From an optimization exercise on the open Yosys and OpenROAD flow, aimed at small area, a short achievable clock period and few clock cycles; shortcuts taken in it are not production practice.
In this exercise RTL edits were held to simulation tests only and were not proved equivalent to the original.
Power is estimated from default activity; no workload was simulated.

Setup of the previous run:
==> flow/design.v (excerpt) <==
module pcpi_systolic_mmul #(
  parameter int N    = 3,
  parameter int DW   = 16,
  parameter int ACCW = 2*DW+$clog2(N)+1
) (
  input  logic        clk,
  input  logic        resetn,
  input  logic        pcpi_valid,
  input  logic [31:0] pcpi_insn,
  input  logic [31:0] pcpi_rs1,
  input  logic [31:0] pcpi_rs2,
  output logic        pcpi_wr,
  output logic [31:0] pcpi_rd,
  output logic        pcpi_wait,
  output logic        pcpi_ready
);
Size in the first run: about 4000 cells after synthesis, ~1100 flip-flops, ~53000 sq um of cells after synthesis.
Settings: LEC_CHECK=0, CAP_MARGIN=20, CORE_MARGIN=2, CORE_UTILIZATION=40, CTS_BUF_LIST=sky130_fd_sc_hd__clkbuf_16, CTS_CLUSTER_DIAMETER=60, CTS_CLUSTER_SIZE=20, SLEW_MARGIN=20; clock period 14.0 ns.
standard.sh (not shown) runs the stock make flow with config.mk's settings and CLKGATE_MAP_FILE= SYNTH_SCRIPT=/design/flow/synth_recipe.tcl, a recipe that flattens the netlist after the stock synthesis.
==> flow/flow/run.sh <==
#!/bin/bash
set -euo pipefail
export SETUP_SLACK_MARGIN=9.8
export BUFFER_PORTS_ARGS="-buffer_cell sky130_fd_sc_hd__buf_4"
bash standard.sh > standard.log 2>&1
Testbench counts of the previous run, summed over its fixed seeds: cycles 19,035.
Inputs modified between the previous run and the current run:
--- a/flow/design.v
+++ b/flow/design.v
@@ -818,18 +818,21 @@
 );
   localparam int NN = 9;
   localparam int PW = 33;
   logic [15:0]   a_m    [NN];
   logic [15:0]   b_m    [NN];
   logic [15:0]   thresh;
   logic [PW-1:0] cp     [NN];
   logic [PW-1:0] c_m    [NN];    
-  logic [NN-1:0] c_ovf;          
   logic          c_zero;         
+  function automatic logic [31:0] sat32(input logic [PW-1:0] v);
+    if (v[32] != v[31]) sat32 = v[32] ? 32'h8000_0000 : 32'h7fff_ffff;
+    else                sat32 = v[31:0];
+  endfunction
   function automatic logic [8:0] rot_row(input logic [8:0] x);
     rot_row = {x[7:6], x[8], x[4:3], x[5], x[1:0], x[2]};
   endfunction
   function automatic logic [8:0] rot_col(input logic [8:0] x);
     rot_col = {x[5:0], x[8:6]};
   endfunction
   logic [2:0] f3;
   logic       is_op, blocked;
@@ -846,26 +849,23 @@
   logic       hi_zero, w_ok;
   assign idx     = pcpi_rs1[7:0];
   assign hi_zero = (pcpi_rs1[31:8] == '0);
   always_comb
     for (int k = 0; k < NN; k++) idx_oh[k] = (idx[3:0] == 4'(k));
   assign w_ok    = hi_zero && (((idx[7:6] != 2'b11) && (idx[5:4] == 2'b00) && (|idx_oh))
                                || (idx == pcpi_mmul_pkg::REG_THRESH));
   logic [PW-1:0] rd_raw;
-  logic          rd_ovf;
   logic [31:0]   rd_val;
   always_comb begin
     rd_raw = '0;
-    rd_ovf = 1'b0;
-    for (int k = 0; k < NN; k++) begin
+    for (int k = 0; k < NN; k++)
       rd_raw = rd_raw | (c_m[k] & {PW{idx_oh[k]}});
-      rd_ovf = rd_ovf | (c_ovf[k] & idx_oh[k]);
-    end
-    rd_val = rd_ovf ? {rd_raw[32], {31{~rd_raw[32]}}} : rd_raw[31:0];
+    rd_val = sat32(rd_raw);
+    if (idx[7:4] != 4'd0 || c_zero) rd_val = '0;
   end
   logic          rst_q;        
   logic          w_pend;       
   logic [1:0]    w_mat;        
   logic [8:0]    w_oh;         
   logic [2:0]    w_r, w_c;     
   logic [15:0]   w_data;       
   logic        s1_act;
@@ -964,18 +964,17 @@
   logic [8:0] mask;
   always_comb
     for (int k = 0; k < NN; k++) mask[k] = ge_t(cp[k], thresh);
   logic run_pend, busy, answer;
   assign busy   = w_pend || s1_act || (nx_cnt != '0) || (s2_tgt != '0);
   assign answer = run_pend && !busy;
   always_ff @(posedge clk) begin
     pcpi_wr <= f3[1];
-    pcpi_rd <= (rd_val & {32{(idx[7:4] == 4'd0) && !c_zero && !answer}})
-             | ({23'd0, mask} & {32{answer}});
+    pcpi_rd <= f3[0] ? {23'd0, mask} : rd_val;
     w_mat   <= idx[7:6];
     w_oh    <= idx_oh;
     w_r     <= {idx_oh[8] | idx_oh[7] | idx_oh[6], idx_oh[5] | idx_oh[4] | idx_oh[3], idx_oh[2] | idx_oh[1] | idx_oh[0]};
     w_c     <= {idx_oh[8] | idx_oh[5] | idx_oh[2], idx_oh[7] | idx_oh[4] | idx_oh[1], idx_oh[6] | idx_oh[3] | idx_oh[0]};
     if (!resetn || f_write) w_data <= resetn ? pcpi_rs2[15:0] : 16'd0;
     if (!resetn) begin
       rst_q      <= 1'b1;
       blocked    <= 1'b0;
@@ -998,20 +997,17 @@
         pcpi_wait <= 1'b0;
       end
     end
   end
   always_ff @(posedge clk) begin
     if (!resetn || f_clear) c_zero <= 1'b1;
     else if (answer)        c_zero <= 1'b0;
     for (int k = 0; k < NN; k++)
-      if (answer) begin
-        c_m[k]   <= cp[k];
-        c_ovf[k] <= cp[k][32] ^ cp[k][31];
-      end
+      if (answer) c_m[k] <= cp[k];
   end
   always_ff @(posedge clk) begin
     for (int k = 0; k < NN; k++) begin
       if (rst_q || (w_pend && w_mat == 2'd0 && w_oh[k])) a_m[k] <= w_data;
       if (rst_q || (w_pend && w_mat == 2'd1 && w_oh[k])) b_m[k] <= w_data;
     end
     if (rst_q || (w_pend && w_mat == 2'd3)) thresh <= w_data;
   end
Results
In summary, the current run completed successfully, with a layout that passed the timing, design-rule and antenna checks. Compared with the previous run, in the current run xor-xnor portion of the synthesized cell area level; wire length on met1 rose 2.6%. The previous run → the current run: smallest setup slack after layout went up by 0.037 ns, total power fell 0.54%, area growth from synthesis to layout now sits lower, number of clock buffers in the layout now smaller, die area has decreased.
Testbench counts of the current run, summed over its fixed seeds: cycles 19,035.

## what the ideal ports hide
Ports are ideal in the flow. The routed layouts listed here were re-timed in OpenROAD. Step 1: set_driving_cell puts a clkbuf_16 on clk and a buf_2 on each other input, an assumption about the parent block. Step 2 moves the port delays by t, midway between the first and last clock arrival at a register: inputs arrive t later, outputs are due t later. That takes back most of the time a late clock gives input paths. Slacks: ideal ports / drivers / drivers and shift; pairs: ideal ports / drivers.
run	shift t [ns]	setup WS [ns]	clock arrival spread, ns	worst slew at a driven data input, ns	cell pins on the clock port's net
the previous run	0.776	9.760 / 9.719 / 8.943	0.070 / 0.070	0.15	1
the current run	0.779	9.797 / 9.704 / 8.925	0.056 / 0.056	0.21	1
After both steps every run listed still meets setup and hold. For the current run, which loses most, drivers alone change the setup slack by -0.093 ns; drivers and shift together by -0.872 ns.
